Context: an optimization exercise on an open-source flow, tuned for small area and a short achievable clock period. The choices shown serve that exercise and are no tape-out recipe. RTL that was checked went through simulation tests only; none was proved equivalent to the original. Function not checked in runs 6 and 7: the RTL went through the layout flow alone. No activity file was given, so power comes from the tool's default toggle rates.

## flow/design.v

```verilog
module xgmii_rx_stats #(
    parameter int NCH           = 4,
    parameter int CNT_W         = 16,
    parameter int TICKS_PER_SEC = 50000,
    parameter int MAX_LEN       = 1518
) (
    input  logic                 sys_clk,
    input  logic                 sys_rst,
    input  logic [64*NCH-1:0]    xgmii_rxd,
    input  logic [8*NCH-1:0]     xgmii_rxc,
    input  logic                 clear,
    output logic                 sec_tick,
    output logic [CNT_W*NCH-1:0] rx_pps,
    output logic [CNT_W*NCH-1:0] rx_throughput,
    output logic [CNT_W*NCH-1:0] rx_errors
);
    localparam int TW = (TICKS_PER_SEC > 1) ?
                        $clog2(TICKS_PER_SEC) : 1;
    localparam logic [TW-1:0] TC = TW'(TICKS_PER_SEC - 1);
    localparam int LW = 12;
    localparam logic [LW-1:0] LMAX = {1'b0, {(LW-1){1'b1}}};
    localparam int PW0 = $clog2(8 * TICKS_PER_SEC / 73 + 2);
    localparam int PW  = (PW0 < CNT_W) ? PW0 : CNT_W;
    logic [TW-1:0] win_q;
    logic          tick_q;
    logic          win_end;
    assign win_end = (win_q == TC);
    always_ff @(posedge sys_clk or posedge sys_rst) begin
        if (sys_rst) begin
            win_q  <= '0;
            tick_q <= 1'b0;
        end else begin
            win_q  <= (clear || win_end) ? '0 : win_q + 1'b1;
            tick_q <= !clear && win_end;
        end
    end
    assign sec_tick = tick_q;
    for (genvar k = 0; k < NCH; k++) begin : g_ch
        logic             st_q;
        logic [LW-1:0]    lm_q, lm_d;
        logic [PW-1:0]    pps_q, opps_q, p;
        logic [CNT_W-1:0] byt_q, err_q;
        logic [CNT_W-1:0] obyt_q, oerr_q;
        logic [CNT_W-1:0] b, e;
        logic [7:0] ctl, dat, trm, erl, bnd;
        logic       s0, s4;
        logic [8:0] nb;              
        logic [8:0] fst;             
        logic [3:0] pc [9];          
        logic [3:0] ds;              
        logic       eb;              
        logic       any_b, any_ft, good;
        logic [1:0]     err_n;
        logic [CNT_W:0] es, bx, by;
        logic [3:0]     esj;
        logic [7:0]     bsj;
        logic [7:0] rng;             
        always_comb begin
            for (int i = 0; i < 8; i++) begin
                logic [7:0] byt;
                logic       hi;
                byt    = xgmii_rxd[64*k + 8*i +: 8];
                hi     = &byt[7:3];
                ctl[i] = xgmii_rxc[8*k + i];
                dat[i] = !ctl[i];
                trm[i] = ctl[i] && hi && byt[2:0] == 3'b101;
                erl[i] = ctl[i] && hi && byt[2:0] == 3'b110;
            end
            s0 = ctl[0] && xgmii_rxd[64*k +: 8] == 8'hFB;
            s4 = ctl[4] && xgmii_rxd[64*k + 32 +: 8] == 8'hFB;
            bnd = trm | {3'b000, s4, 3'b000, s0};
            nb[0] = 1'b1;
            for (int i = 0; i < 8; i++)
                nb[i+1] = nb[i] && !bnd[i];
            fst = {nb[8], bnd & nb[7:0]};
            any_b  = !nb[8];
            any_ft = |(trm & nb[7:0]);
            eb     = |(erl & nb[7:0]);
            pc[0] = 4'd0;
            pc[1] = {3'd0, dat[0]};
            pc[2] = {3'd0, dat[0]} + {3'd0, dat[1]};
            pc[3] = pc[2] + {3'd0, dat[2]};
            pc[4] = pc[2] + ({3'd0, dat[2]} + {3'd0, dat[3]});
            pc[5] = pc[4] + {3'd0, dat[4]};
            pc[6] = pc[4] + ({3'd0, dat[4]} + {3'd0, dat[5]});
            pc[7] = pc[4] + ({3'd0, dat[4]} + {3'd0, dat[5]} +
                             {3'd0, dat[6]});
            pc[8] = pc[4] + ({3'd0, dat[4]} + {3'd0, dat[5]} +
                             {3'd0, dat[6]} + {3'd0, dat[7]});
            ds = 4'd0;
            for (int i = 0; i < 9; i++)
                ds = ds | (fst[i] ? pc[i] : 4'd0);
            for (int j = 0; j < 8; j++)
                rng[j] = !lm_q[LW-1] &&
                         (lm_q >= LW'(64 - j)) &&
                         (lm_q <= LW'(MAX_LEN - j));
            good = st_q && any_ft && !eb && rng[ds[2:0]];
            err_n = {1'b0, st_q && any_b && !good}
                  + {1'b0, s0 && |bnd[7:1]}
                  + {1'b0, s4 && |trm[7:5]};
            for (int j = 0; j < 4; j++)
                esj[j] = ({1'b0, err_q} + (CNT_W+1)'(j)) >> CNT_W;
            es = {1'b0, err_q} + {{(CNT_W-1){1'b0}}, err_n};
            e  = esj[err_n] ? '1 : es[CNT_W-1:0];
            p = pps_q + {{(PW-1){1'b0}}, good};
            bx = {1'b0, byt_q} + {{(CNT_W+2-LW){1'b0}}, lm_q[LW-2:0]};
            for (int j = 0; j < 8; j++)
                bsj[j] = (bx + (CNT_W+1)'(j)) >> CNT_W;
            by = bx + {{(CNT_W-2){1'b0}}, ds[2:0]};
            b  = !good ? byt_q : (bsj[ds[2:0]] ? '1 : by[CNT_W-1:0]);
            if (!any_b) begin
                logic [LW-1:0] ls;
                ls   = lm_q + {{(LW-4){1'b0}}, ds};
                lm_d = (eb || (!lm_q[LW-1] && ls[LW-1])) ?
                       LMAX : ls;
            end else if (s4) begin
                lm_d = (|erl[7:5]) ? LMAX :
                       LW'(pc[8] - pc[5]) - LW'(7);
            end else begin
                lm_d = (|erl[7:1]) ? LMAX :
                       LW'(pc[8] - pc[1]) - LW'(7);
            end
        end
        always_ff @(posedge sys_clk or posedge sys_rst) begin
            if (sys_rst) begin
                st_q   <= 1'b0;
                pps_q  <= '0;
                byt_q  <= '0;
                err_q  <= '0;
                opps_q <= '0;
                obyt_q <= '0;
                oerr_q <= '0;
            end else begin
                if (any_b)
                    st_q <= (s4 && !(|trm[7:5])) || (s0 && !(|bnd[7:1]));
                if (clear) begin
                    pps_q  <= '0;
                    byt_q  <= '0;
                    err_q  <= '0;
                    opps_q <= '0;
                    obyt_q <= '0;
                    oerr_q <= '0;
                end else if (win_end) begin
                    pps_q  <= '0;
                    byt_q  <= '0;
                    err_q  <= '0;
                    opps_q <= p;
                    obyt_q <= b;
                    oerr_q <= e;
                end else begin
                    pps_q  <= p;
                    byt_q  <= b;
                    err_q  <= e;
                end
            end
        end
        always_ff @(posedge sys_clk)
            lm_q <= lm_d;
        assign rx_pps[CNT_W*k +: CNT_W]        = CNT_W'(opps_q);
        assign rx_throughput[CNT_W*k +: CNT_W] = obyt_q;
        assign rx_errors[CNT_W*k +: CNT_W]     = oerr_q;
    end
endmodule
module xgmii_rx_stats_top (
    input  logic          sys_clk,
    input  logic          sys_rst,
    input  logic [255:0]  xgmii_rxd,
    input  logic [31:0]   xgmii_rxc,
    input  logic          clear,
    output logic          sec_tick,
    output logic [63:0]   rx_pps,
    output logic [63:0]   rx_throughput,
    output logic [63:0]   rx_errors
);
    xgmii_rx_stats #(
        .NCH          (4),
        .CNT_W        (16),
        .TICKS_PER_SEC(50000),
        .MAX_LEN      (1518)
    ) u_stats (
        .sys_clk      (sys_clk),
        .sys_rst      (sys_rst),
        .xgmii_rxd    (xgmii_rxd),
        .xgmii_rxc    (xgmii_rxc),
        .clear        (clear),
        .sec_tick     (sec_tick),
        .rx_pps       (rx_pps),
        .rx_throughput(rx_throughput),
        .rx_errors    (rx_errors)
    );
endmodule
```

## flow/flow/run.sh

```bash
#!/bin/bash
# The standard layout (standard.sh) with these changes:
#  - synthesis: the standard script (synth_recipe.tcl) with ABC run on
#    flow/map.abc instead of ORFS's speed script, and adders left to ABC
#    (no full-adder cell mapping); registers are mapped exactly as before;
#  - port buffers are plain buf_1 cells;
#  - timing repair aims SETUP_SLACK_MARGIN ns beyond the constraint.
set -euo pipefail
here=$(pwd)
export MY_ABC_SCRIPT=$here/flow/map.abc
export ADDER_MAP_FILE=
export BUFFER_PORTS_ARGS="-buffer_cell sky130_fd_sc_hd__buf_1"
export SETUP_SLACK_MARGIN=${SETUP_SLACK_MARGIN:-12}
sed "s#SYNTH_SCRIPT=[^ ]*#SYNTH_SCRIPT=$here/flow/synth.tcl#" standard.sh > standard_own.sh
grep -q "SYNTH_SCRIPT=$here/flow/synth.tcl" standard_own.sh
bash standard_own.sh > flow_make.log 2>&1
```

## flow/flow/map.abc

```
strash
&get -n
&syn2
&dch -f
&nf
&put
buffer -c
upsize -c
dnsize -c
```

## flow/flow/synth.tcl

```tcl
proc synth {args} { yosys synth -nofsm -noshare {*}$args }
proc abc {args} {
  set i [lsearch -exact $args -script]
  if { $i >= 0 && [info exists ::env(MY_ABC_SCRIPT)] && $::env(MY_ABC_SCRIPT) ne "" } {
    lset args [expr { $i + 1 }] $::env(MY_ABC_SCRIPT)
  }
  yosys abc {*}$args
}
source $::env(SCRIPTS_DIR)/synth.tcl
# left out here: clear keep_hierarchy, flatten, clean up, hide names made inside functions, write 1_2_yosys.v
```

## flow/standard.sh

```bash
#!/bin/bash
# synth_recipe.tcl (not shown) runs the flow's synth.tcl, then flattens the netlist and writes it again
# the make line also repeats each setting of config.mk as NAME=value (left out here)
make -C /OpenROAD-flow-scripts/flow DESIGN_CONFIG=/design/flow/config.mk WORK_HOME=/design/flow/orfs CLKGATE_MAP_FILE= SYNTH_SCRIPT=/design/flow/synth_recipe.tcl "${@:-finish}"
```

## flow/config.mk

```make
export PLATFORM = sky130hd
export DESIGN_NAME = xgmii_rx_stats_top
export DESIGN_NICKNAME = xgmii_rx_stats_top
export VERILOG_FILES = /design/flow/design.v
export SDC_FILE = /design/flow/constraint.sdc
export NUM_CORES = 4
export LEC_CHECK = 0
export CAP_MARGIN = 20
export CORE_MARGIN = 2
export CORE_UTILIZATION = 40
export CTS_CLUSTER_DIAMETER = 100
export CTS_CLUSTER_SIZE = 24
export SLEW_MARGIN = 20
```

## flow/constraint.sdc

```tcl
create_clock -name core_clock -period 20.0 [get_ports {sys_clk}]
set_input_delay 4.0000 -clock core_clock [delete_from_list [all_inputs] [get_ports {sys_clk}]]
set_output_delay 4.0000 -clock core_clock [all_outputs]
set_load 0.01 [all_outputs]
```

==> flow_metrics.tcl, run 1 <==
set metrics [dict create \
    start_util_pct 40.27 \
    ys_warn_count 5 \
    p_switching_uw 956.7 \
    grt_max_degree 162 \
    ctsHoldBuffers 0 \
    track_usage_pct 21.07 \
    synthesis.instances 3283 \
    synth_flop_cell "dfrtp_1" \
    cp_data_required_time_ns 20.45 \
    grt_first_pass_wirelength_mm 122.7 \
    cap_violations 0 \
    seqPwrFrac_pct 42.1 \
    cp_slowest_cell "xnor3_2" \
    dr.pass1.iters 5 \
    powerDensity_nw_per_um2 81.39 \
    synth_edf_count 0 \
    crit_fanout 7 \
    finalCritPeriodShare_pct 39.25 \
    die_area_um2 69580 \
    cts_tree "yes" \
    max_freq_ghz 0.1274 \
    combPwrFrac_pct 35.9 \
    htreeDepth 1 \
    grt_pass1_vias 23450 \
    synthToLayoutAreaGrowth_pct 15.53 \
    rows 95 \
    crit_chain "clkbuf_2 -> xnor3_2 -> xnor2_4 -> maj3_2 -> o32a_1 -> xor2_2 -> nand2_2 -> nand3_4 -> a311o_1 -> a22o_1 -> and4_4 -> or3b_4 -> a21oi_4 -> o2111ai_2 -> or3_1 -> a211oi_2 -> o21ai_1" \
    crit_path_max_incr_delay_ns 0.54 \
    clk_path_buf_depth 3 \
    synth_cell_types 109 \
    dpl_cell_area_um2 29460 \
    clk_latency_ns 0.60 \
    arrival_ns 8.30 \
    design_area_um2 31180 \
    fin_crit_ns 7.849 \
    drv_slew 0 \
    intPower_uw 1582 \
    grt_overflow 0 \
    path_clk_slew_ns 0.10 \
    reg2reg_from "u_stats.g_ch[3].lm_q[10]" \
    syn_area_um2 26990 \
    max-slew-margin-rel_pct 29.26 \
    die_w_um 263.8 \
    final_cell_mix "452 x buf_1, 421 x nand2_1, 415 x nor2_1, 381 x dfrtp_1, 253 x o21ai_0" \
    nets 3970 \
    power.share.clock_pct 22.0 \
    dp_hpwl_mm 55.90 \
    switching_share_pct 37.69 \
    worstSetupEndpointType "register" \
    port_buffers 471 \
    core_area_um2 67040 \
    clock-sinks 429 \
    drt_iter0_drc 1425 \
    finalClockSkew_ns 0.02575 \
    globalplace.congestion 0.8671 \
    ant_nets 0 \
    vias 24780 \
    status "no timing/DRC/antenna violations" \
    wl_mm 76.91 \
    ioPinCount 484 \
    fillers 6670 \
    final_common_cell "buf_1" \
    crit_buf_inv 1 \
    drc_errors 0 \
    clockRootBuffer "clkbuf_16" \
    vdd_ir_drop_max_mv 0.06642 \
    antenna_found_initial 3 \
    min_from "u_stats.g_ch[0].obyt_q[0]" \
    seq_area_frac_synth_pct 38.88 \
    hold_violations 0 \
    path_class "in -> reg" \
    tns_ns 0 \
    p_leak_uw 0.01261 \
    worst_slew_pin_slew_ns 1.061 \
    ys_ff_latch 429 \
    drive_gt1_share_pct 7.817 \
    hold_class "reg -> reg" \
    startpoint "xgmii_rxc[18]" \
    cp_top_family "compound AO/OA/AOI/OAI gates" \
    wl_per_cell_um 16.82 \
    numCtsBuffers 24 \
    avgViaCountPerCell 5.421 \
    async_flop_share_pct 88.81 \
    setup_viol 0 \
    setup.worst_path.start_class "input port" \
    synth_area_per_cell_um2 8.222 \
    post-route-util_pct 46.52 \
    rsz0062_at_grt "true" \
    die_y_um 263.8 \
]
cells in the mapped netlist, drive strengths merged, types with 20 or more instances:
master | n | area, µm²
xnor2 | 205 | 1829
and3 | 56 | 350.3
a21oi | 143 | 730.7
buf | 44 | 262.8
and2 | 40 | 250.2
a31oi | 27 | 168.9
nand3 | 126 | 635.6
o22ai | 70 | 437.9
o21ai | 279 | 1400
nand2b | 42 | 262.8
a211oi | 22 | 210.2
xor2 | 147 | 1314
clkbuf | 133 | 500.5
nor3 | 79 | 400.4
inv | 70 | 262.8
dfxtp | 48 | 960.9
a21o | 22 | 165.2
nor2 | 423 | 1590
and4 | 20 | 175.2
nor4 | 47 | 334.1
nand4 | 76 | 475.5
nand2 | 422 | 1584
maj3 | 28 | 281.5
dfrtp | 381 | 9534
cells by family after synthesis:
kind of cell	Yosys count	synth area share (%)
buffers and inverters	247	3.801
AOI/OAI and AO/OA	736	17.14
and+or+nand+nor	1467	26.37
DFF	429	38.88
xor gates and xnor gates	357	12.07
muxes	18	0.6767
adders and majority gates	28	1.043
other	1	0.01389
routing by layer:
metal | GRT usage, % | routed length [µm] | vias to the layer above
met5 | 0 | 13 | -
met4 | 4.791 | 1561 | 2
met3 | 3.281 | 3702 | 84
met2 | 35.96 | 36330 | 560
met1 | 28.11 | 35300 | 11790
li1 | - | - | 12350
area by class of cell:
cell class | count | area [µm²] | share of cell area (%)
multi-input cells | 2620 | 16260 | 52.14
flip-flops and latches | 429 | 10500 | 33.65
well taps | 873 | 1092 | 3.503
clock inverters | 10 | 103.9 | 0.3330
diodes | 1 | 2.502 | 0.008024
clock buffers | 34 | 658.1 | 2.110
inverters | 70 | 266.5 | 0.8546
repair buffers | 534 | 2306 | 7.394
state kept, by name, indices dropped and copies added, names as in the netlist:
register	count
u_stats.g_ch.st_q	4
u_stats.g_ch.obyt_q	64
u_stats.g_ch.oerr_q	64
u_stats.tick_q	1
u_stats.g_ch.err_q	64
u_stats.g_ch.pps_q	52
u_stats.g_ch.byt_q	64
u_stats.win_q	16
u_stats.g_ch.lm_q	48
u_stats.g_ch.opps_q	52
power groups by stage:
stage	registers, µW	logic (µW)	clock network [µW]
floorplan	963	824	0
global placement	1080	861	0
detailed placement	1080	864	0
CTS	1060	884	582
global route	1080	1020	611
finish	1070	912	559
timing repair:
item | 4_1_cts | 5_1_grt
buffers inserted | 14 | 29
resized for setup | 50 | 84
pin swaps | 10 | 28
cloned | 0 | 2
setup endpoints to repair | 358 | 284
final timing paths:
check	slack [ns]	endpoint	depth (start not counted)
max	12.15	u_stats.g_ch[2].oerr_q[11]	17
min	0.48	u_stats.g_ch[0].obyt_q[0]	2
max reg2reg	15.57	u_stats.g_ch[3].oerr_q[11]	16
min reg2reg	0.48	u_stats.g_ch[0].obyt_q[0]	2
max in group asynchronous	14.62	u_stats.g_ch[0].st_q	4
min in group asynchronous	3.42	u_stats.g_ch[1].oerr_q[2]	2
metrics by stage:
stage,std cells,setup slack (ns),total power [µW],hold WS (ns)
after floorplan,3294,10.88,1787,0.4513
after global placement,4480,10.43,1944,0.4596
after detailed placement,4481,10.32,1946,0.4683
after CTS,4539,11.99,2530,0.4896
after global routing,4571,11.95,2714,0.5145
final,4571,12.15,2538,0.4830
worst min-delay path, delay by kind of cell, from the launching register on:
kind | cells | cell delay (ns)
AO/OA/AOI/OAI | 1 | 0.06
AND/OR/NAND/NOR | 1 | 0.04
flip-flops | 1 | 0.35
==> run 2: changes to the inputs <==
==> flow/flow/map.abc (replaced) <==
strash
balance
rewrite
refactor
balance
rewrite
rewrite -z
balance
refactor -z
rewrite -z
balance
&get -n
&dch -f
&nf
&put
buffer -c
upsize -c
dnsize -c
==> run 2 against run 1 <==
Sequential share of layout area decreased by 2.7 points. Register-to-register slack worse by 0.68 ns. Cell count grew 1.3%. Via count rose by 2.7%. Die area decreased by 1.0%. Still clean on timing, DRC and antenna. Worst setup slack worse by 0.46 ns. Highest routed layer is now met4. Total power up 6.1%. Clock skew fell by 0.00051 ns. Clock power up 4.1%. Largest power group unchanged. Flip-flop and latch count did not move. Count of clock-buffer cells in the layout is the same.
==> flow_metrics.tcl, run 2 <==
set metrics [dict create \
    cts_tree "yes" \
    crit_buf_inv 4 \
    port_buffers 471 \
    fillers 6287 \
    synth_edf_count 0 \
    final_cells 4631 \
    worstSetupEndpointType "register" \
    fin_crit_ns 8.308 \
    finalClockSkew_ns 0.02524 \
    grt_overflow 0 \
    whs_ns 0.4714 \
    htreeDepth 1 \
    die_y_um 262.4 \
    reg2reg_from "u_stats.g_ch[2].lm_q[1]" \
    vdd_ir_drop_max_mv 0.07453 \
    worst-path-stages 20 \
    crit_fanout 7 \
    track_usage_pct 22.20 \
    finalCritPeriodShare_pct 41.54 \
    hold_violations 0 \
    path_clk_slew_ns 0.09 \
    die_w_um 262.4 \
    hold_class "reg -> reg" \
    grt_first_pass_wirelength_mm 128.0 \
    ys_warn_count 5 \
    crit_path_max_incr_delay_ns 0.55 \
    seq_area_frac_synth_pct 39.29 \
    rows 94 \
    yosys.area.top_type_share_pct 35.69 \
    ant_nets 0 \
    max_freq_ghz 0.1204 \
    yosysTopAreaCell "dfrtp_1" \
    synth.top_cells.by_area "dfrtp_1 36%, xnor2_1 6.2%, nand2_1 5.9%" \
    async_flop_share_pct 88.81 \
    core_area_um2 65980 \
    r2r_slack_ns 14.89 \
    placed_cells 4391 \
    ioPinCount 484 \
    powerDensity_nw_per_um2 79.49 \
    start_util_pct 40.48 \
    cp_slowest_cell "or4_4" \
    synthTopCellsByCount "423 x nand2_1, 381 x dfrtp_1, 377 x nor2_1" \
    max-slew-margin-rel_pct 14.37 \
    numCtsBuffers 25 \
    setup_viol 0 \
    syn_area_um2 26710 \
    ff2ff_path_depth 18 \
    crit_chain "buf_8 -> xnor3_2 -> xor2_4 -> buf_6 -> maj3_2 -> xnor2_2 -> o22ai_4 -> nor4_4 -> maj3_2 -> a2111o_1 -> or3_4 -> or4_4 -> or3b_4 -> nor3_4 -> nand2b_4 -> o21ai_4 -> buf_12 -> buf_16 -> o22ai_4 -> o21ai_1" \
    cap_violations 0 \
    clk_path_buf_depth 3 \
    synthToLayoutAreaGrowth_pct 26.81 \
    final_common_cell "buf_1" \
    diodes 0 \
    yosysMostFrequentCell "nand2_1" \
    seq_area_um2 10500 \
    drv_slew 0 \
    cp_data_required_time_ns 20.49 \
    synth_flop_cell "dfrtp_1" \
    startpoint "xgmii_rxc[9]" \
    arrival_ns 8.80 \
    final_cell_mix "445 x buf_1, 414 x nand2_1, 381 x dfrtp_1, 365 x nor2_1, 231 x o21ai_0" \
    dr.pass1.iters 6 \
    status "no timing/DRC/antenna violations" \
    drc_errors 0 \
    synthesis.instances 3195 \
    avgViaCountPerCell 5.493 \
    p_total_uw 2692 \
    clk_latency_ns 0.58 \
    worst_slew_pin_slew_ns 1.267 \
    synth_area_per_cell_um2 8.360 \
    endpoint "u_stats.g_ch[1].obyt_q[2]" \
    rsz0062_at_grt "true" \
    path_class "in -> reg" \
    synth_cell_types 114 \
    globalplace.congestion 0.9003 \
    clock-sinks 429 \
    vias 25440 \
    nets 4040 \
    grt_pass1_vias 24250 \
    p_leak_uw 0.01401 \
    dp_hpwl_mm 55.52 \
    die_area_um2 68860 \
    clockRootBuffer "clkbuf_16" \
    multi_input_area_um2 17500 \
    setup.worst_path.start_class "input port" \
    wl_mm 81.00 \
    ctsHoldBuffers 0 \
    cp_top_family "simple AND/OR/NAND/NOR gates" \
    drt_iter0_drc 1627 \
    r2r_end "u_stats.g_ch[2].obyt_q[0]" \
    antenna_found_initial 0 \
    grt_max_degree 198 \
    ys_ff_latch 429 \
    tns_ns 0 \
    wl_per_cell_um 17.49 \
    drive_gt1_share_pct 17.79 \
]
run 2: changes by cell type in the layout (fill, tap and decap cells not counted), sizes merged, moves of 27 or more:
cell,change
or2,+30
nor2,-47
nand3,-56
xor2,-51
nand3b,+27
and2,+31
buf,+146
run 2: where the power goes:
group / total, µW / internal, µW / switching [µW]
registers: 1070 / 924 / 145
logic: 1040 / 493 / 548
clock network: 582 / 258 / 324
run 2: how the worst min path moves through the flow:
stage                               start  slack (ns)  cells after the start                         end
5_1_grt        u_stats.g_ch[0].oerr_q[15]        0.50                      2  u_stats.g_ch[0].oerr_q[15]
3_3_place_gp   u_stats.g_ch[2].oerr_q[14]        0.46                      2  u_stats.g_ch[2].oerr_q[14]
6_report        u_stats.g_ch[1].oerr_q[9]        0.47                      2   u_stats.g_ch[1].oerr_q[9]
3_5_place_dp    u_stats.g_ch[1].oerr_q[9]        0.46                      2   u_stats.g_ch[1].oerr_q[9]
4_1_cts         u_stats.g_ch[1].oerr_q[9]        0.48                      2   u_stats.g_ch[1].oerr_q[9]
2_1_floorplan            u_stats.win_q[1]        0.45                      1            u_stats.win_q[1]
run 2: what timing repair did:
action	4_1_cts	5_1_grt
cloned	4	2
pin swaps	77	105
setup endpoints to repair	355	314
setup buffers	107	82
resized for setup	129	211
run 2: per-layer routing:
metal | part of all wire (%) | vias up | track usage (%) | wire length, µm
met1 | 45 | 12240 | 30.38 | 36780
met4 | 2.9 | 0 | 5.468 | 2353
met5 | 0 | - | 0 | 0
met2 | 47 | 644 | 37.70 | 38380
met3 | 4.3 | 109 | 2.296 | 3484
li1 | - | 12450 | - | -
run 2: worst reg2reg max path, delay by kind of cell (launching register included):
kind	cells	cell delay (ns)
AO/OA/AOI/OAI	8	1.69
XOR/XNOR	1	0.24
adder cells (fa/ha/maj)	3	1.24
flip-flops	1	0.58
AND/OR/NAND/NOR	4	0.97
buffers and inverters	2	0.31
run 2: logic make-up (layout without fill, tap and decap cells):
kind of cell | after synthesis | after routing | share of synthesized area [%]
other | 1 | 12 | 0.01404
and+or+nand+nor | 1459 | 1459 | 27.12
adders and majority gates | 29 | 29 | 1.091
AOI/OAI and AO/OA | 753 | 754 | 18.35
muxes | 7 | 7 | 0.2670
DFF | 429 | 429 | 39.29
buffers and inverters | 220 | 780 | 3.429
xor gates and xnor gates | 297 | 297 | 10.44
run 2: through the flow:
stage	setup slack, ns	area, µm²	utilization (%)
6_report	11.69	33870	51.33
5_1_grt	11.59	33870	51.33
4_1_cts	11.94	32240	48.87
3_5_place_dp	10.24	29890	45.30
3_3_place_gp	10.38	29880	45.29
2_1_floorplan	10.88	27640	-
run 2: final cells by class:
type                       count  area share (%)
clock buffer                  34           1.947
sequential                   429           30.99
multi-input combinational   2558           51.66
inverter                      54          0.6095
tap                          864           3.192
timing repair buffer         681           11.17
clock inverter                11          0.4359
==> run 3: changes to the inputs <==
--- a/flow/flow/run.sh
+++ b/flow/flow/run.sh
@@ -12,2 +12,3 @@
 export BUFFER_PORTS_ARGS="-buffer_cell sky130_fd_sc_hd__buf_1"
+export REMOVE_ABC_BUFFERS=1
 export SETUP_SLACK_MARGIN=${SETUP_SLACK_MARGIN:-12}
==> flow/flow/map.abc (replaced) <==
strash
&get -n
&syn2
&dch -f
&nf
&put
buffer -c
upsize -c
dnsize -c
==> run 3 against run 2 <==
Wire length down 8.6%. Worst setup slack better by 0.39 ns. Via count down 2.4%. First-iteration DRC count down 13%. Maximum frequency up 4.9%. Largest cell class unchanged. Non-clock buffer count down 145. Cell area down 7.6%. Flip-flop and latch count unchanged. Synthesized cell count up 2.8%.
==> flow_metrics.tcl, run 3 <==
set metrics [dict create \
    status "no timing/DRC/antenna violations" \
    max-slew-margin-rel_pct 33.50 \
    cts_tree "yes" \
    drv_slew 0 \
    ioPinCount 484 \
    rsz0062_at_grt "true" \
    die_area_um2 69580 \
    synth.top_cells.by_area "dfrtp_1 35%, xnor2_1 6.6%, nand2_1 5.9%" \
    clk_path_buf_depth 3 \
    synthTopCellsByCount "422 x nand2_1, 422 x nor2_1, 381 x dfrtp_1" \
    crit_fanout 10 \
    nets 3970 \
    ctsHoldBuffers 0 \
    clk_latency_ns 0.57 \
    arrival_ns 8.34 \
    grt_max_degree 147 \
    cap_violations 0 \
    powerDensity_nw_per_um2 80.66 \
    final_cell_mix "453 x buf_1, 422 x nand2_1, 415 x nor2_1, 381 x dfrtp_1, 252 x o21ai_0" \
    synthesis.instances 3283 \
    syn_area_um2 26990 \
    core_area_um2 67040 \
    tns_ns 0 \
    p_leak_uw 0.01260 \
    clock-sinks 429 \
    synth.area.mux_share_pct 0.6767 \
    setup_viol 0 \
    dr.pass1.iters 5 \
    placed_cells 4480 \
    cp_top_family "simple AND/OR/NAND/NOR gates" \
    yosys.area_share.simple_pct 26.37 \
    wl_per_cell_um 16.21 \
    vdd_ir_drop_max_mv 0.05651 \
    synthToLayoutAreaGrowth_pct 15.96 \
    synth_fa_ha_area_share_pct 1.043 \
    cp_data_required_time_ns 20.42 \
    antenna_found_initial 0 \
    finalCritPeriodShare_pct 39.61 \
    post-place-ws_ns 10.16 \
    dp_hpwl_mm 53.88 \
    hold_violations 0 \
    synth_cell_types 109 \
    synth_flop_cell "dfrtp_1" \
    final_cells 4568 \
    wl_mm 74.03 \
    avgViaCountPerCell 5.436 \
    seq_area_frac_synth_pct 38.88 \
    drive_gt1_share_pct 7.876 \
    rows 95 \
    grt_pass1_vias 23470 \
    synth_edf_count 0 \
    setup.worst_path.start_class "input port" \
    synthXorXnorAreaFrac_pct 12.07 \
    htreeDepth 1 \
    clockRootBuffer "clkbuf_16" \
    cp_slowest_cell "xnor3_2" \
    port_buffers 471 \
    synth_top_family_by_area "simple AND/OR/NAND/NOR gates" \
    crit_path_max_incr_delay_ns 0.53 \
    yosys.area.top_type_share_pct 35.32 \
    ys_warn_count 5 \
    setup_ws_ns 12.08 \
    path_class "in -> reg" \
    numCtsBuffers 23 \
    track_usage_pct 20.32 \
    worst_slew_pin_slew_ns 0.9974 \
    globalplace.congestion 0.9120 \
    synth-compound-area-share_pct 17.14 \
    start_util_pct 40.27 \
    diodes 0 \
    worstSetupEndpointType "register" \
    cpMostUsedCell "or3_4" \
    yosysTopAreaCell "dfrtp_1" \
    crit_chain "buf_4 -> xnor3_2 -> xnor2_4 -> xnor2_1 -> nand4_1 -> nand3_1 -> or3_4 -> mux2_2 -> mux2i_1 -> a22o_1 -> and4_4 -> or3b_4 -> a21oi_4 -> o2111ai_4 -> or3_4 -> a211oi_4 -> o21ai_1" \
    finalClockSkew_ns 0.01672 \
    drt_iter0_drc 1413 \
    final_common_cell "buf_1" \
    max_freq_ghz 0.1262 \
    drc_errors 0 \
    fin_crit_ns 7.921 \
    vias 24830 \
    path_clk_slew_ns 0.10 \
    grt_overflow 0 \
    die_y_um 263.8 \
    ys_ff_latch 429 \
    die_w_um 263.8 \
    grt_first_pass_wirelength_mm 119.5 \
    ant_nets 0 \
    async_flop_share_pct 88.81 \
    hold_class "reg -> reg" \
    synth_area_per_cell_um2 8.222 \
    crit_buf_inv 1 \
]
==> run 3: power breakdown <==
group          leakage (µW)  switching (µW)  internal (µW)  total [µW]
clock network      0.000345             304            241         545
logic               0.00653             488            423         911
registers           0.00572             144            924        1070
total                0.0126             937           1590        2520
==> run 3: area by class of cell <==
| cell class | count | area [µm²] |
|---|---|---|
| multi-input combinational | 2619 | 16330 |
| timing repair buffer | 536 | 2390 |
| inverter | 70 | 270.3 |
| clock inverter | 5 | 81.33 |
| sequential | 429 | 10500 |
| tap | 873 | 1092 |
| fill | 6773 | 35740 |
| clock buffer | 36 | 644.4 |
==> run 3: timing repair <==
action	CTS	global route
cloned	0	3
resized for setup	72	102
endpoints found under the setup margin	339	262
pin swaps	10	29
buffers inserted	19	24
==> run 3: cell families after synthesis <==
kind of cell / after synthesis
fa+ha+maj: 28
flops: 429
simple gates: 1467
buf+inv: 247
xor+xnor: 357
compound gates: 736
other cells: 1
mux: 18
==> run 3: final timing paths <==
path,end,from,slack (ns),cells past startpoint
max in group asynchronous,u_stats.g_ch[0].oerr_q[5],sys_rst,14.34,4
worst max-delay path,u_stats.g_ch[2].oerr_q[13],xgmii_rxc[16],12.08,17
worst min-delay path,u_stats.g_ch[2].oerr_q[4],u_stats.g_ch[2].oerr_q[4],0.48,2
worst min register to register,u_stats.g_ch[2].oerr_q[4],u_stats.g_ch[2].oerr_q[4],0.48,2
worst max register to register,u_stats.g_ch[1].obyt_q[7],u_stats.g_ch[1].lm_q[1],15.57,17
min in group asynchronous,u_stats.g_ch[2].obyt_q[3],sys_rst,3.53,2
==> run 3: per-layer routing <==
| metal | up-vias | routed length, µm | track usage (%) |
|---|---|---|---|
| met2 | 467 | 35420 | 35.29 |
| met5 | - | 0 | 0 |
| met1 | 11950 | 34370 | 27.49 |
| met4 | 0 | 1076 | 3.332 |
| met3 | 59 | 3158 | 2.563 |
| li1 | 12360 | - | - |
==> run 3: worst register-to-register path: stages, from the launching register on <==
cell	delay, ns
dfxtp_1	0.64
o211ai_1	0.22
a311oi_1	0.31
a21oi_1	0.12
o21ba_2	0.28
o21ai_0	0.30
maj3_1	0.36
nand2_1	0.14
xnor2_1	0.23
nand2_1	0.13
nor3_1	0.23
nand4_1	0.19
nor3_1	0.20
a31oi_1	0.09
o211ai_1	0.34
buf_4	0.28
o22ai_1	0.12
o21ai_0	0.17
==> run 3: per-stage QoR <==
stage / power, µW / util, % / hold slack [ns] / cell area [µm²]
final: 2525 / 46.69 / 0.4829 / 31300
after global routing: 2702 / 46.69 / 0.5076 / 31300
after CTS: 2512 / 45.59 / 0.4895 / 30560
after detailed placement: 1938 / 43.74 / 0.4685 / 29320
after global placement: 1934 / 43.73 / 0.4598 / 29320
after floorplan: 1745 / - / 0.4551 / 26270
==> run 4: changes to the inputs <==
--- a/flow/flow/run.sh
+++ b/flow/flow/run.sh
@@ -12,4 +12,3 @@
 export BUFFER_PORTS_ARGS="-buffer_cell sky130_fd_sc_hd__buf_1"
-export REMOVE_ABC_BUFFERS=1
-export SETUP_SLACK_MARGIN=${SETUP_SLACK_MARGIN:-12}
+export SETUP_SLACK_MARGIN=${SETUP_SLACK_MARGIN:-12.25}
 sed "s#SYNTH_SCRIPT=[^ ]*#SYNTH_SCRIPT=$here/flow/synth.tcl#" standard.sh > standard_own.sh
==> run 4 against run 3 <==
Via count increased by 1.6%. Still clean. Clock skew grew 0.0040 ns. Cell area up 4.0%.
==> flow_metrics.tcl, run 4 <==
set metrics [dict create \
    whs_endpoint "u_stats.g_ch[0].opps_q[0]" \
    ant_nets 0 \
    finalCritPeriodShare_pct 38.48 \
    design_area_um2 32560 \
    r2r_slack_ns 15.50 \
    die_w_um 263.8 \
    synth.top_cells.by_area "dfrtp_1 35%, xnor2_1 6.6%, nand2_1 5.9%" \
    yosys.area.top_type_share_pct 35.32 \
    synthesis.instances 3283 \
    min_from "u_stats.g_ch[0].opps_q[0]" \
    vdd_ir_drop_max_mv 0.07023 \
    grt_overflow 0 \
    nets 4036 \
    drc_errors 0 \
    arrival_ns 8.21 \
    cts_tree "yes" \
    die_area_um2 69580 \
    grt_pass1_vias 23620 \
    seq_area_um2 10500 \
    multi_input_area_um2 16990 \
    grt_first_pass_wirelength_mm 124.0 \
    fillers 6629 \
    numCtsBuffers 25 \
    status "no timing/DRC/antenna violations" \
    port_buffers 471 \
    synth_flop_cell "dfrtp_1" \
    yosysTopAreaCell "dfrtp_1" \
    powerDensity_nw_per_um2 80.91 \
    grt_max_degree 97 \
    worstSetupEndpointType "register" \
    drive_gt1_share_pct 11.97 \
    syn_area_um2 26990 \
    finalClockSkew_ns 0.02075 \
    wl_per_cell_um 16.84 \
    cp_data_required_time_ns 20.52 \
    synth_area_per_cell_um2 8.222 \
    p_leak_uw 0.01322 \
    r2r_end "u_stats.g_ch[1].obyt_q[8]" \
    reg2reg_from "u_stats.g_ch[1].lm_q[1]" \
    clockRootBuffer "clkbuf_16" \
    ys_warn_count 5 \
    worst_slew_pin_slew_ns 1.013 \
    rsz0062_at_grt "true" \
    path_clk_slew_ns 0.09 \
    synth_edf_count 0 \
    wl_mm 77.99 \
    track_usage_pct 21.29 \
    ioPinCount 484 \
    p_total_uw 2635 \
    hold_class "reg -> reg" \
    setup.worst_path.start_class "input port" \
    die_y_um 263.8 \
    avgViaCountPerCell 5.450 \
    tns_ns 0 \
    synthTopCellsByCount "422 x nand2_1, 422 x nor2_1, 381 x dfrtp_1" \
    dr.pass1.iters 5 \
    rows 95 \
    htreeDepth 1 \
    async_flop_share_pct 88.81 \
    cap_violations 0 \
    synthToLayoutAreaGrowth_pct 20.63 \
    ys_ff_latch 429 \
    setup_viol 0 \
    path_class "in -> reg" \
    clk_path_buf_depth 3 \
    dp_hpwl_mm 55.87 \
    post-place-ws_ns 10.24 \
    globalplace.congestion 0.9028 \
    crit_fanout 11 \
    fin_crit_ns 7.697 \
    vias 25240 \
    core_area_um2 67040 \
    final_common_cell "buf_1" \
    drt_iter0_drc 1471 \
    dpl_cell_area_um2 29760 \
    setup_ws_ns 12.30 \
    max-slew-margin-rel_pct 32.45 \
    whs_path_depth 2 \
    diodes 0 \
    max_freq_ghz 0.1299 \
    seq_area_frac_synth_pct 38.88 \
    start_util_pct 40.27 \
    post-route-util_pct 48.57 \
    clk_latency_ns 0.59 \
    ff2ff_path_depth 17 \
    drv_slew 0 \
    synth_cell_types 109 \
    final_cell_mix "447 x buf_1, 420 x nand2_1, 400 x nor2_1, 381 x dfrtp_1, 233 x o21ai_0" \
    antenna_found_initial 0 \
    hold_violations 0 \
    clock-sinks 429 \
]
==> run 4: cell types whose count changed in the layout (fill, tap and decap cells not counted), moves of 8 or more <==
cell / previous run / this run
nand3_1: 120 / 112
nor2_4: 3 / 11
nor2_1: 415 / 400
clkbuf_1: 11 / 3
buf_6: 1 / 10
o21ai_1: 20 / 39
xnor2_1: 193 / 185
buf_4: 57 / 117
o21ai_0: 252 / 233
==> run 4: through the flow <==
stage                     hold WS [ns]  std cells
after floorplan                 0.4513       3294
after global placement          0.4615       4481
after detailed placement        0.4687       4481
after CTS                       0.4886       4554
after global routing            0.5012       4631
final                           0.4799       4631
==> run 4: report_power, final <==
part	internal [µW]	switching, µW	leakage, µW
Combinational	456	517	0.00710
Sequential	923	148	0.00572
Clock	267	324	0.000400
==> run 4: routing by layer <==
layer / share of wire, % / wire [µm] / global-route usage (%)
met4: 1.7 / 1302 / 3.808
met2: 48 / 37420 / 36.09
met3: 4.7 / 3662 / 3.290
met1: 46 / 35610 / 29.05
met5: 0 / 0 / 0
==> run 4: how the worst max path moves through the flow <==
stage | from | to | slack, ns | cells after the start
detailed placement | xgmii_rxc[24] | u_stats.g_ch[3].oerr_q[8] | 10.24 | 18
CTS | xgmii_rxc[26] | u_stats.g_ch[3].oerr_q[8] | 12.24 | 18
global route | xgmii_rxc[1] | u_stats.g_ch[0].opps_q[12] | 12.14 | 20
global placement | xgmii_rxc[24] | u_stats.g_ch[3].oerr_q[8] | 10.41 | 18
finish | xgmii_rxc[24] | u_stats.g_ch[3].oerr_q[3] | 12.30 | 20
floorplan | sys_rst | u_stats.g_ch[0].byt_q[0] | 10.88 | 1
==> run 4: area by class of cell <==
class,count,share of cell area [%]
Multi-Input combinational cell,2620,52.18
Clock inverter,12,0.5495
Sequential cell,429,32.23
Tap cell,873,3.354
Timing Repair Buffer,599,8.911
Clock buffer,28,1.956
Inverter,70,0.8184
==> run 4: cell families after synthesis <==
group                      after synthesis  share of synthesized area [%]
muxes                                   18                         0.6767
and+or+nand+nor                       1467                          26.37
xor gates and xnor gates               357                          12.07
adders and majority gates               28                          1.043
buffers and inverters                  247                          3.801
AOI/OAI and AO/OA                      736                          17.14
other                                    1                        0.01389
DFF                                    429                          38.88
==> run 4: worst max-delay path: stages <==
cell and delay [ns]:
buf_6 0.14, xnor3_2 0.53, xor2_4 0.19, buf_6 0.15, xnor2_4 0.15, nand4_1 0.13
nand3_1 0.15, or3_4 0.45, mux2i_2 0.18, a221oi_2 0.28, o2111a_2 0.39, o21a_4 0.19
o21ai_4 0.08, nor2_2 0.14, o2111ai_4 0.20, nor4b_4 0.38, buf_6 0.20, buf_4 0.13
nor2_4 0.03, o21ai_1 0.11
==> run 4: repair_timing <==
item,CTS,global route
pin swaps,22,82
buffers inserted,32,75
gates resized for setup,74,156
hold buffers,0,0
gates cloned,1,2
setup endpoints to repair,362,338
==> run 5: changes to the inputs <==
--- a/flow/flow/run.sh
+++ b/flow/flow/run.sh
@@ -12,3 +12,3 @@
 export BUFFER_PORTS_ARGS="-buffer_cell sky130_fd_sc_hd__buf_1"
-export SETUP_SLACK_MARGIN=${SETUP_SLACK_MARGIN:-12.25}
+export SETUP_SLACK_MARGIN=${SETUP_SLACK_MARGIN:-11.75}
 sed "s#SYNTH_SCRIPT=[^ ]*#SYNTH_SCRIPT=$here/flow/synth.tcl#" standard.sh > standard_own.sh
==> run 5 against run 4 <==
Combinational power shrank 8.0%. Hold slack improved by 0.0018 ns. Wire length is 1.2% higher. Total power decreased by 2.4%. Synthesized cell count unchanged. Cell area is 5.0% lower. Worst setup slack worse by 0.44 ns. Critical path depth fell by 3. Core utilization shrank 2.4 points. Critical path type unchanged. Critical endpoint is now u_stats.g_ch[2].oerr_q[13]. Largest cell class unchanged. Largest power group unchanged.
==> flow_metrics.tcl, run 5 <==
set metrics [dict create \
    seq_area_frac_synth_pct 38.88 \
    wl_mm 78.91 \
    post-route-util_pct 46.13 \
    busiest_layer "met2" \
    vdd_ir_drop_max_mv 0.05173 \
    p_leak_uw 0.01251 \
    port_buffers 471 \
    synthToLayoutAreaGrowth_pct 14.57 \
    clock-sinks 429 \
    status "no timing/DRC/antenna violations" \
    globalplace.congestion 0.9123 \
    setup.worst_path.start_class "input port" \
    wl_per_cell_um 17.32 \
    grt_first_pass_wirelength_mm 125.5 \
    fillers 6782 \
    start_util_pct 40.27 \
    synth_edf_count 0 \
    clk_path_buf_depth 3 \
    finalClockSkew_ns 0.02220 \
    finalCritPeriodShare_pct 40.68 \
    tns_ns 0 \
    ff2ff_path_depth 15 \
    final_cell_mix "456 x buf_1, 422 x nand2_1, 419 x nor2_1, 381 x dfrtp_1, 253 x o21ai_0" \
    synth_area_per_cell_um2 8.222 \
    numCtsBuffers 25 \
    met3_usage_pct 3.449 \
    ctsHoldBuffers 0 \
    core_area_um2 67040 \
    synth_flop_cell "dfrtp_1" \
    hold_violations 0 \
    nets 3957 \
    synthTopCellsByCount "422 x nand2_1, 422 x nor2_1, 381 x dfrtp_1" \
    max-slew-margin-rel_pct 29.59 \
    hold_class "reg -> reg" \
    drt_iter0_drc 1549 \
    avgViaCountPerCell 5.436 \
    grt_max_degree 101 \
    rows 95 \
    crit_fanout 8 \
    worstSetupEndpointType "register" \
    synthesis.instances 3283 \
    synth_cell_types 109 \
    ioPinCount 484 \
    async_flop_share_pct 88.81 \
    startpoint "xgmii_rxd[149]" \
    fin_crit_ns 8.136 \
    drv_slew 0 \
    htreeDepth 1 \
    die_y_um 263.8 \
    r2r_slack_ns 15.39 \
    path_clk_slew_ns 0.09 \
    worst_slew_pin_slew_ns 1.047 \
    antenna_found_initial 1 \
    r2r_end "u_stats.g_ch[2].oerr_q[13]" \
    powerDensity_nw_per_um2 83.16 \
    seq_area_um2 10500 \
    track_usage_pct 21.79 \
    dr.pass1.iters 5 \
    clockRootBuffer "clkbuf_16" \
    arrival_ns 8.57 \
    yosysTopAreaCell "dfrtp_1" \
    grt_util_met2_pct 35.18 \
    multi_input_area_um2 16030 \
    grt_overflow 0 \
    vias 24770 \
    ant_nets 0 \
    syn_area_um2 26990 \
    yosys.area.top_type_share_pct 35.32 \
    path_class "in -> reg" \
    endpoint "u_stats.g_ch[2].oerr_q[13]" \
    setup_viol 0 \
    reg2reg_from "u_stats.g_ch[2].lm_q[5]" \
    ys_ff_latch 429 \
    grt_pass1_vias 23230 \
    cp_data_required_time_ns 20.43 \
    die_area_um2 69580 \
    rsz0062_at_grt "true" \
    cts_tree "yes" \
    final_common_cell "buf_1" \
    drive_gt1_share_pct 6.491 \
    drc_errors 0 \
    max_freq_ghz 0.1229 \
    dp_hpwl_mm 58.09 \
    clk_latency_ns 0.59 \
    ys_warn_count 5 \
    synth.top_cells.by_area "dfrtp_1 35%, xnor2_1 6.6%, nand2_1 5.9%" \
    cap_violations 0 \
    die_w_um 263.8 \
    use_met1_pct 29.61 \
]
==> run 5: changes by cell type in the layout (fill, tap and decap cells not counted), moves of 10 or more <==
cell	previous run	this run
buf_4	117	48
o21ai_0	233	253
nor2_1	400	419
o21ai_1	39	21
xnor2_1	185	197
nand3_1	112	123
nand3_2	12	2
nor2_4	11	1
==> run 5: how the worst min path moves through the flow <==
| stage | start | end | slack [ns] | cells after the start |
|---|---|---|---|---|
| floorplan | u_stats.win_q[1] | u_stats.win_q[1] | 0.45 | 1 |
| global placement | u_stats.g_ch[2].obyt_q[5] | u_stats.g_ch[2].obyt_q[5] | 0.46 | 2 |
| detailed placement | u_stats.g_ch[0].opps_q[5] | u_stats.g_ch[0].opps_q[5] | 0.47 | 2 |
| CTS | u_stats.g_ch[3].obyt_q[15] | u_stats.g_ch[3].obyt_q[15] | 0.49 | 2 |
| global route | u_stats.g_ch[3].opps_q[5] | u_stats.g_ch[3].opps_q[5] | 0.51 | 2 |
| finish | u_stats.g_ch[3].opps_q[3] | u_stats.g_ch[3].opps_q[3] | 0.48 | 2 |
==> run 5: through the flow <==
stage | cells | total power, µW | area, µm² | setup WS [ns] | hold WS [ns]
after floorplan | 3294 | 1782 | 27040 | 10.88 | 0.4513
after global placement | 4487 | 1943 | 29360 | 10.31 | 0.4610
after detailed placement | 4487 | 1946 | 29370 | 10.14 | 0.4686
after CTS | 4535 | 2578 | 30400 | 11.73 | 0.4898
after global routing | 4556 | 2749 | 30930 | 11.71 | 0.5072
final | 4556 | 2572 | 30930 | 11.86 | 0.4817
==> run 5: critical path, stage by stage <==
cell and delay (ns):
buf_1 0.17, and4_2 0.36, and3_1 0.23, nor4_4 0.27, and2_1 0.24, nand2_1 0.09
or3b_2 0.50, o21ai_2 0.32, a31oi_1 0.08, a22o_1 0.25, and4_2 0.29, or3b_4 0.45
a21oi_4 0.25, o2111ai_4 0.24, or3_4 0.45, a211oi_4 0.29, o21ai_1 0.08
==> run 5: timing repair <==
item | CTS | global route
setup endpoints to repair | 231 | 210
buffers inserted | 5 | 19
gates resized for setup | 30 | 72
gates cloned | 0 | 1
pin swaps | 5 | 9
==> run 5: layer usage <==
metal	vias up	part of all wire [%]
met2	634	45
met3	128	5.6
met1	11680	46
met4	0	3.8
li1	12330	-
met5	-	0
==> run 5: power by group <==
| group | internal [µW] | switching, µW | total, µW | leakage (µW) |
|---|---|---|---|---|
| logic | 406 | 489 | 895 | 0.00637 |
| clock network | 284 | 326 | 610 | 0.000417 |
| registers | 923 | 143 | 1070 | 0.00572 |
==> run 5: kinds of logic (layout without fill, tap and decap cells) <==
logic type               count (synthesis)  count (layout)  synth area share (%)
buffers and inverters                  247             634                 3.801
AO/OA/AOI/OAI                          736             736                 17.14
other                                    1              13               0.01389
adder cells (fa/ha/maj)                 28              28                 1.043
AND/OR/NAND/NOR                       1467            1468                 26.37
XOR/XNOR                               357             357                 12.07
multiplexers                            18              18                0.6767
flip-flops                             429             429                 38.88
==> run 5: area by class of cell <==
cell class,instances,area share [%]
Antenna cell,1,0.008091
Clock inverter,12,0.6594
Tap cell,873,3.532
Multi-Input combinational cell,2619,51.83
Clock buffer,31,2.128
Sequential cell,429,33.93
Inverter,70,0.8617
Timing Repair Buffer,521,7.043
==> run 6: changes to the inputs <==
--- a/flow/design.v
+++ b/flow/design.v
@@ -16,5 +16,2 @@
 );
-    localparam int TW = (TICKS_PER_SEC > 1) ?
-                        $clog2(TICKS_PER_SEC) : 1;
-    localparam logic [TW-1:0] TC = TW'(TICKS_PER_SEC - 1);
     localparam int LW = 12;
@@ -23,5 +20,9 @@
     localparam int PW  = (PW0 < CNT_W) ? PW0 : CNT_W;
-    logic [TW-1:0] win_q;
-    logic          tick_q;
-    logic          win_end;
+    function automatic logic [15:0] lfsr_next(input logic [15:0] v);
+        lfsr_next = {v[14:0], ~(v[15] ^ v[13] ^ v[12] ^ v[10])};
+    endfunction
+    localparam logic [15:0] TC = 16'hB782;
+    logic [15:0] win_q;
+    logic        tick_q;
+    logic        win_end;
     assign win_end = (win_q == TC);
@@ -32,3 +33,3 @@
         end else begin
-            win_q  <= (clear || win_end) ? '0 : win_q + 1'b1;
+            win_q  <= (clear || win_end) ? '0 : lfsr_next(win_q);
             tick_q <= !clear && win_end;
--- a/flow/flow/run.sh
+++ b/flow/flow/run.sh
@@ -12,3 +12,3 @@
 export BUFFER_PORTS_ARGS="-buffer_cell sky130_fd_sc_hd__buf_1"
-export SETUP_SLACK_MARGIN=${SETUP_SLACK_MARGIN:-11.75}
+export SETUP_SLACK_MARGIN=${SETUP_SLACK_MARGIN:-12}
 sed "s#SYNTH_SCRIPT=[^ ]*#SYNTH_SCRIPT=$here/flow/synth.tcl#" standard.sh > standard_own.sh
==> run 6 against run 5 <==
Combinational power grew 2.8%. Cell area is 1.3% higher. Sequential power is essentially flat. Wire length is 2.9% lower. Via count is 0.15% higher. Synthesized cell count decreased by 0.58%. Clock power shrank 2%. Synthesized area grew 1.0%. Die area up 1.0%. Flip-flop and latch count stayed put.
==> flow_metrics.tcl, run 6 <==
set metrics [dict create \
    setup_ws_ns 12.13 \
    yosysTopAreaCell "dfrtp_1" \
    start_util_pct 40.47 \
    final_cell_mix "455 x buf_1, 382 x nand2_1, 381 x dfrtp_1, 370 x nor2_1, 223 x xnor2_1" \
    antenna_found_initial 1 \
    worstSetupEndpointType "register" \
    synth_cell_types 112 \
    ioPinCount 484 \
    wl_met1_mm 36.46 \
    yosys.area.top_type_share_pct 34.96 \
    drv_slew 0 \
    die_area_um2 70290 \
    drt_iter0_drc 1736 \
    synth.top_cells.by_area "dfrtp_1 35%, xnor2_1 7.4%, nand2_1 5.3%" \
    clockRootBuffer "clkbuf_16" \
    rows 95 \
    setup.worst_path.start_class "input port" \
    setup_viol 0 \
    ys_warn_count 5 \
    hold_violations 0 \
    track_usage_pct 20.91 \
    worst_slew_pin_slew_ns 1.067 \
    p_leak_uw 0.01299 \
    finalClockSkew_ns 0.03313 \
    nets 3939 \
    top_layer "met4" \
    clock-sinks 429 \
    crit_fanout 11 \
    synthToLayoutAreaGrowth_pct 14.85 \
    path_clk_slew_ns 0.09 \
    status "no timing/DRC/antenna violations" \
    max-slew-margin-rel_pct 28.18 \
    p_total_uw 2581 \
    wl_mm 76.62 \
    powerDensity_nw_per_um2 82.38 \
    tns_ns 0 \
    fin_crit_ns 7.873 \
    dr.pass1.iters 6 \
    wl_met3_mm 2.973 \
    post-place-ws_ns 10.70 \
    max_freq_ghz 0.1270 \
    dr_wl_met2_mm 35.74 \
    globalplace.congestion 0.8952 \
    rsz0062_at_grt "true" \
    synth_flop_cell "dfrtp_1" \
    finalCritPeriodShare_pct 39.37 \
    cap_violations 0 \
    whs_ns 0.4776 \
    dp_hpwl_mm 56.71 \
    grt_max_degree 176 \
    die_w_um 265.1 \
    seq_area_frac_synth_pct 38.48 \
    synth_edf_count 0 \
    numCtsBuffers 26 \
    ys_ff_latch 429 \
    yosysMostFrequentCell "nand2_1" \
    grt_overflow 0 \
    synth_area_per_cell_um2 8.356 \
    synthTopCellsByCount "383 x nand2_1, 381 x dfrtp_1, 378 x nor2_1" \
    path_class "in -> reg" \
    port_buffers 471 \
    grt_pass1_vias 23020 \
    vdd_ir_drop_max_mv 0.05641 \
    async_flop_share_pct 88.81 \
    grt_first_pass_wirelength_mm 122.8 \
    ant_nets 0 \
    avgViaCountPerCell 5.461 \
    syn_area_um2 27270 \
    post-route-util_pct 46.48 \
    htreeDepth 1 \
    final_common_cell "buf_1" \
    drc_errors 0 \
    clk_latency_ns 0.61 \
    cp_data_required_time_ns 20.46 \
    wl_per_cell_um 16.87 \
    clk_path_buf_depth 3 \
    core_area_um2 67400 \
    arrival_ns 8.34 \
    hold_class "reg -> reg" \
    drive_gt1_share_pct 7.225 \
    synthesis.instances 3264 \
    vias 24800 \
    cts_tree "yes" \
    die_y_um 265.1 \
]
## run 6: power by group
group          switching (µW)  total [µW]  internal [µW]
Sequential                139        1060            924
Clock                     339         597            258
Combinational             503         920            418
Total                     981        2580           1600
## run 6: cell type report
class,instances,area [µm²]
inverter,71,270.3
fill,6714,36070
sequential,429,10500
clock buffer,34,680.7
timing repair buffer,513,2193
multi-input combinational,2607,16400
antenna,1,2.502
tap,873,1092
clock inverter,14,191.4
## run 6: routing by layer
| layer | vias to the layer above | track usage, % |
|---|---|---|
| li1 | 12300 | - |
| met4 | 0 | 3.848 |
| met2 | 504 | 34.18 |
| met5 | - | 0 |
| met3 | 77 | 2.194 |
| met1 | 11920 | 30.21 |
## run 6: logic make-up (layout without fill, tap and decap cells)
kind of cell | after synthesis | count (layout) | synth area share (%)
compound gates | 747 | 747 | 17.46
xor+xnor | 350 | 350 | 11.87
fa+ha+maj | 31 | 31 | 1.165
buf+inv | 240 | 632 | 3.720
flops | 429 | 429 | 38.48
mux | 18 | 18 | 0.6743
other cells | 1 | 13 | 0.01375
simple gates | 1448 | 1449 | 26.62
## run 6: path summary, 6_finish.rpt
kind	start	to	slack (ns)	cells past startpoint
worst min-delay path	u_stats.g_ch[2].oerr_q[5]	u_stats.g_ch[2].oerr_q[5]	0.48	1
worst min register to register	u_stats.g_ch[2].oerr_q[5]	u_stats.g_ch[2].oerr_q[5]	0.48	1
worst max register to register	u_stats.g_ch[0].lm_q[0]	u_stats.g_ch[0].obyt_q[10]	15.14	16
min in group asynchronous	sys_rst	u_stats.g_ch[0].err_q[11]	3.50	2
max in group asynchronous	sys_rst	u_stats.g_ch[3].obyt_q[15]	13.83	5
worst max-delay path	xgmii_rxc[17]	u_stats.g_ch[2].oerr_q[8]	12.13	20
## run 6: per-stage QoR
stage                     instance area, µm²  instances
after global routing                   31330       4542
after global placement                 29630       4468
after floorplan                        27340       3275
final                                  31330       4542
after CTS                              30720       4525
after detailed placement               29640       4468
## run 6: repair_timing
action / in CTS / in global routing
endpoints found under the setup margin: 302 / 332
hold buffers: 0 / 0
gates cloned: 0 / 2
resized for setup: 36 / 82
pin swaps: 9 / 22
setup buffers: 9 / 13
## run 6: worst max-delay path, stage by stage
cell	delay, ns
buf_2	0.18
nand3_1	0.14
or4b_1	0.64
nand4_1	0.16
buf_4	0.17
nor4_1	0.08
a222oi_1	0.40
o211ai_1	0.14
buf_4	0.18
buf_4	0.14
a311o_1	0.32
a21oi_4	0.20
buf_12	0.17
nor2_1	0.06
maj3_2	0.34
maj3_2	0.38
nand3_2	0.14
nor2_2	0.11
nor3_2	0.28
o21ai_1	0.09
==> run 7: changes to the inputs <==
--- a/flow/design.v
+++ b/flow/design.v
@@ -16,2 +16,5 @@
 );
+    localparam int TW = (TICKS_PER_SEC > 1) ?
+                        $clog2(TICKS_PER_SEC) : 1;
+    localparam logic [TW-1:0] TC = TW'(TICKS_PER_SEC - 1);
     localparam int LW = 12;
@@ -20,9 +23,5 @@
     localparam int PW  = (PW0 < CNT_W) ? PW0 : CNT_W;
-    function automatic logic [15:0] lfsr_next(input logic [15:0] v);
-        lfsr_next = {v[14:0], ~(v[15] ^ v[13] ^ v[12] ^ v[10])};
-    endfunction
-    localparam logic [15:0] TC = 16'hB782;
-    logic [15:0] win_q;
-    logic        tick_q;
-    logic        win_end;
+    logic [TW-1:0] win_q;
+    logic          tick_q;
+    logic          win_end;
     assign win_end = (win_q == TC);
@@ -33,3 +32,3 @@
         end else begin
-            win_q  <= (clear || win_end) ? '0 : lfsr_next(win_q);
+            win_q  <= (clear || win_end) ? '0 : win_q + 1'b1;
             tick_q <= !clear && win_end;
@@ -48,4 +47,2 @@
         logic [8:0] nb;              
-        logic [8:0] fst;             
-        logic [3:0] pc [9];          
         logic [3:0] ds;              
@@ -75,3 +72,2 @@
                 nb[i+1] = nb[i] && !bnd[i];
-            fst = {nb[8], bnd & nb[7:0]};
             any_b  = !nb[8];
@@ -79,16 +75,16 @@
             eb     = |(erl & nb[7:0]);
-            pc[0] = 4'd0;
-            pc[1] = {3'd0, dat[0]};
-            pc[2] = {3'd0, dat[0]} + {3'd0, dat[1]};
-            pc[3] = pc[2] + {3'd0, dat[2]};
-            pc[4] = pc[2] + ({3'd0, dat[2]} + {3'd0, dat[3]});
-            pc[5] = pc[4] + {3'd0, dat[4]};
-            pc[6] = pc[4] + ({3'd0, dat[4]} + {3'd0, dat[5]});
-            pc[7] = pc[4] + ({3'd0, dat[4]} + {3'd0, dat[5]} +
-                             {3'd0, dat[6]});
-            pc[8] = pc[4] + ({3'd0, dat[4]} + {3'd0, dat[5]} +
-                             {3'd0, dat[6]} + {3'd0, dat[7]});
-            ds = 4'd0;
-            for (int i = 0; i < 9; i++)
-                ds = ds | (fst[i] ? pc[i] : 4'd0);
+            begin
+                logic [2:0] da, db;
+                logic [4:0] nbb;     
+                nbb[0] = 1'b1;
+                for (int i = 0; i < 4; i++)
+                    nbb[i+1] = nbb[i] && !bnd[4+i];
+                da = 3'd0;
+                db = 3'd0;
+                for (int i = 0; i < 4; i++) begin
+                    if (dat[i] && nb[i]) da = da + 3'd1;
+                    if (dat[4+i] && nbb[i]) db = db + 3'd1;
+                end
+                ds = {1'b0, da} + (nb[4] ? {1'b0, db} : 4'd0);
+            end
             for (int j = 0; j < 8; j++)
@@ -118,6 +114,6 @@
                 lm_d = (|erl[7:5]) ? LMAX :
-                       LW'(pc[8] - pc[5]) - LW'(7);
+                       LW'($countones(dat[7:5])) - LW'(7);
             end else begin
                 lm_d = (|erl[7:1]) ? LMAX :
-                       LW'(pc[8] - pc[1]) - LW'(7);
+                       LW'($countones(dat[7:1])) - LW'(7);
             end
==> run 7 against run 6 <==
Clock power increased by 6.2%. Critical endpoint is now u_stats.g_ch[1].opps_q[11]. Die area fell by 2.0%. Non-clock buffer count increased by 19. Synthesized area decreased by 2.1%. Flip-flop and latch count is the same. Count of clock-buffer cells in the layout decreased by 2.
==> flow_metrics.tcl, run 7 <==
set metrics [dict create \
    reg2reg_from "u_stats.g_ch[1].lm_q[0]" \
    vdd_ir_drop_max_mv 0.06705 \
    syn_area_um2 26710 \
    grt_overflow 0 \
    rsz0062_at_grt "true" \
    max_freq_ghz 0.1283 \
    status "no timing/DRC/antenna violations" \
    hold_class "reg -> reg" \
    port_buffers 471 \
    synth_cell_types 108 \
    clk_path_buf_depth 3 \
    synth_area_per_cell_um2 8.270 \
    drc_errors 0 \
    tns_ns 0 \
    final_cell_mix "456 x buf_1, 405 x nand2_1, 398 x nor2_1, 381 x dfrtp_1, 274 x o21ai_0" \
    path_clk_slew_ns 0.09 \
    antenna_found_initial 0 \
    die_area_um2 68860 \
    core_area_um2 65980 \
    synthToLayoutAreaGrowth_pct 15.42 \
    vias 24500 \
    wl_per_cell_um 16.37 \
    synth.top_cells.by_area "dfrtp_1 36%, xnor2_1 6.2%, nand2_1 5.7%" \
    path_class "in -> reg" \
    yosysMostFrequentCell "nand2_1" \
    cp_data_required_time_ns 20.45 \
    cts_tree "yes" \
    drive_gt1_share_pct 7.608 \
    grt_first_pass_wirelength_mm 118.6 \
    die_y_um 262.4 \
    diodes 0 \
    crit_fanout 24 \
    async_flop_share_pct 88.81 \
    startpoint "xgmii_rxc[8]" \
    clock-sinks 429 \
    wl_mm 73.76 \
    design_area_um2 30830 \
    setup_viol 0 \
    worstSetupEndpointType "register" \
    synthTopCellsByCount "405 x nand2_1, 402 x nor2_1, 381 x dfrtp_1" \
    max-slew-margin-rel_pct 33.06 \
    yosys.area.top_type_share_pct 35.69 \
    nets 3915 \
    p_leak_uw 0.01253 \
    numCtsBuffers 26 \
    fin_crit_ns 7.795 \
    ys_warn_count 1 \
    final_common_cell "buf_1" \
    htreeDepth 1 \
    synth_flop_cell "dfrtp_1" \
    arrival_ns 8.25 \
    dp_hpwl_mm 53.84 \
    setup.worst_path.start_class "input port" \
    track_usage_pct 20.44 \
    powerDensity_nw_per_um2 82.24 \
    dpl_cell_area_um2 29040 \
    yosysTopAreaCell "dfrtp_1" \
    finalCritPeriodShare_pct 38.98 \
    min_from "u_stats.g_ch[3].opps_q[0]" \
    ys_ff_latch 429 \
    seq_area_frac_synth_pct 39.29 \
    drv_slew 0 \
    synth_edf_count 0 \
    dr.pass1.iters 5 \
    finalClockSkew_ns 0.01931 \
    grt_max_degree 160 \
    hold_violations 0 \
    cap_violations 0 \
    avgViaCountPerCell 5.438 \
    clk_latency_ns 0.59 \
    clockRootBuffer "clkbuf_16" \
    drt_iter0_drc 1387 \
    start_util_pct 40.48 \
    die_w_um 262.4 \
    grt_pass1_vias 23000 \
    ant_nets 0 \
    worst_slew_pin_slew_ns 1.004 \
    ioPinCount 484 \
    synthesis.instances 3230 \
    globalplace.congestion 0.8816 \
    rows 94 \
]
[run 7: cell count changes in the layout (fill, tap and decap cells not counted), moves of 11 or more]
cell,delta
xnor2_1,-41
nand3_1,-26
nor4b_1,-11
nand2_1,+23
a21o_1,-24
a211oi_1,+12
nor2_1,+28
a21oi_1,-36
o22ai_1,+27
o21ai_0,+85
nor3_1,+19
and2_1,-35
buf_4,+20
a22o_1,-24
[run 7: area by class of cell]
type                    count  area [µm²]
well taps                 864        1081
flip-flops and latches    429       10500
multi-input cells        2560       15710
inverters                  75       285.3
fillers                  6637       35150
repair buffers            532        2328
clock inverters            13       229.0
clock buffers              32       704.4
[run 7: logic make-up (layout without fill, tap and decap cells)]
group,Yosys count,in the layout,synth area share [%]
buffers and inverters,253,652,3.869
multiplexers,10,10,0.3841
flip-flops,429,429,39.29
XOR/XNOR,307,307,10.25
other,1,12,0.01404
AO/OA/AOI/OAI,800,800,19.22
adder cells (fa/ha/maj),22,22,0.8338
AND/OR/NAND/NOR,1408,1409,26.14
[run 7: through the flow]
stage / total power [µW] / cells / hold WS (ns) / setup slack (ns) / util [%]
2_1_floorplan: 1724 / 3241 / 0.4514 / 10.88 / -
3_3_place_gp: 1877 / 4418 / 0.4609 / 10.85 / 44.01
3_5_place_dp: 1878 / 4418 / 0.4680 / 10.68 / 44.01
4_1_cts: 2536 / 4467 / 0.4890 / 12.00 / 45.74
5_1_grt: 2714 / 4505 / 0.5125 / 11.96 / 46.72
6_report: 2535 / 4505 / 0.4806 / 12.20 / 46.72
[run 7: repair_timing]
action                     CTS  global route
gates resized for setup     29            65
hold buffers                 0             0
setup endpoints to repair  261           260
setup buffers                4            36
cloned                       0             1
pin swaps                    2            28
[run 7: critical path: stages]
cell and delay, ns:
buf_1 0.18, nand4_1 0.20, a2111oi_4 0.35, buf_4 0.21, nor3_1 0.08, maj3_1 0.38, o211ai_2 0.22, nand2_1 0.08
a211o_2 0.38, o32a_2 0.44, nor3_4 0.21, buf_8 0.22, and4_1 0.29, and4_4 0.28, and4_2 0.29, nand3_1 0.13
xor2_1 0.20, o21ai_1 0.07
[run 7: report_power, final]
group          total [µW]  switching, µW  internal (µW)  leakage (µW)
logic                 836            462            374       0.00636
registers            1070            142            924       0.00572
clock network         634            331            303      0.000451
total                2540            935           1600        0.0125
[run 7: layer usage]
metal  routed length [µm]  vias up  track usage (%)
met5                    0        -                0
met4                 2082        0            6.275
met3                 3567      107            3.223
met2                34560      583            34.54
met1                33550    11600            26.93
li1                     -    12210                -
[run 7: worst paths after layout]
check	endpoint	slack [ns]	depth (start not counted)
max in group asynchronous	u_stats.g_ch[2].err_q[1]	14.20	4
min in group asynchronous	u_stats.g_ch[0].err_q[5]	3.56	2
max reg2reg	u_stats.g_ch[1].obyt_q[9]	15.08	16
min	u_stats.g_ch[3].opps_q[0]	0.48	2
max	u_stats.g_ch[1].opps_q[11]	12.20	18
min reg2reg	u_stats.g_ch[3].opps_q[0]	0.48	2

## separate check: timing with driven ports
How much do the figures lean on ideal ports? The routed layouts below were timed once more, with nothing changed but the port constraints. Step 1 (the two cells are an assumption about what drives the block):
set clk [get_ports {sys_clk}]
set_driving_cell -lib_cell sky130_fd_sc_hd__clkbuf_16 $clk
set_driving_cell -lib_cell sky130_fd_sc_hd__buf_2 [delete_from_list [all_inputs] $clk]
Step 2 adds t to the input delays and takes it off the output delays; t is the mean of the earliest and latest rising clock arrival at the registers after step 1. Input paths then give back, and output paths get back, about the clock's delay inside the block. Slacks: no drivers / after step 1 / after step 2; pairs: no drivers / after step 1.
| run | t (ns) | setup WS [ns] | hold slack, ns | worst setup path after step 2 |
|---|---|---|---|---|
| run 1 | 0.640 | 12.151 / 12.184 / 11.544 | 0.483 / 0.483 / 0.483 | input to register |
| run 2 | 0.625 | 11.692 / 11.694 / 11.068 | 0.471 / 0.471 / 0.471 | input to register |
| run 3 | 0.619 | 12.079 / 12.115 / 11.495 | 0.483 / 0.483 / 0.483 | input to register |
| run 4 | 0.641 | 12.303 / 12.313 / 11.672 | 0.480 / 0.480 / 0.480 | input to register |
| run 5 | 0.637 | 11.864 / 11.899 / 11.263 | 0.482 / 0.482 / 0.482 | input to register |
| run 6 | 0.651 | 12.127 / 12.146 / 11.495 | 0.478 / 0.478 / 0.478 | input to register |
| run 7 | 0.641 | 12.205 / 12.240 / 11.599 | 0.481 / 0.481 / 0.481 | input to register |
After both steps setup and hold are still met in every run listed. The setup slack of run 6, which loses most, moves by +0.019 ns with the drivers and by -0.632 ns with both steps.
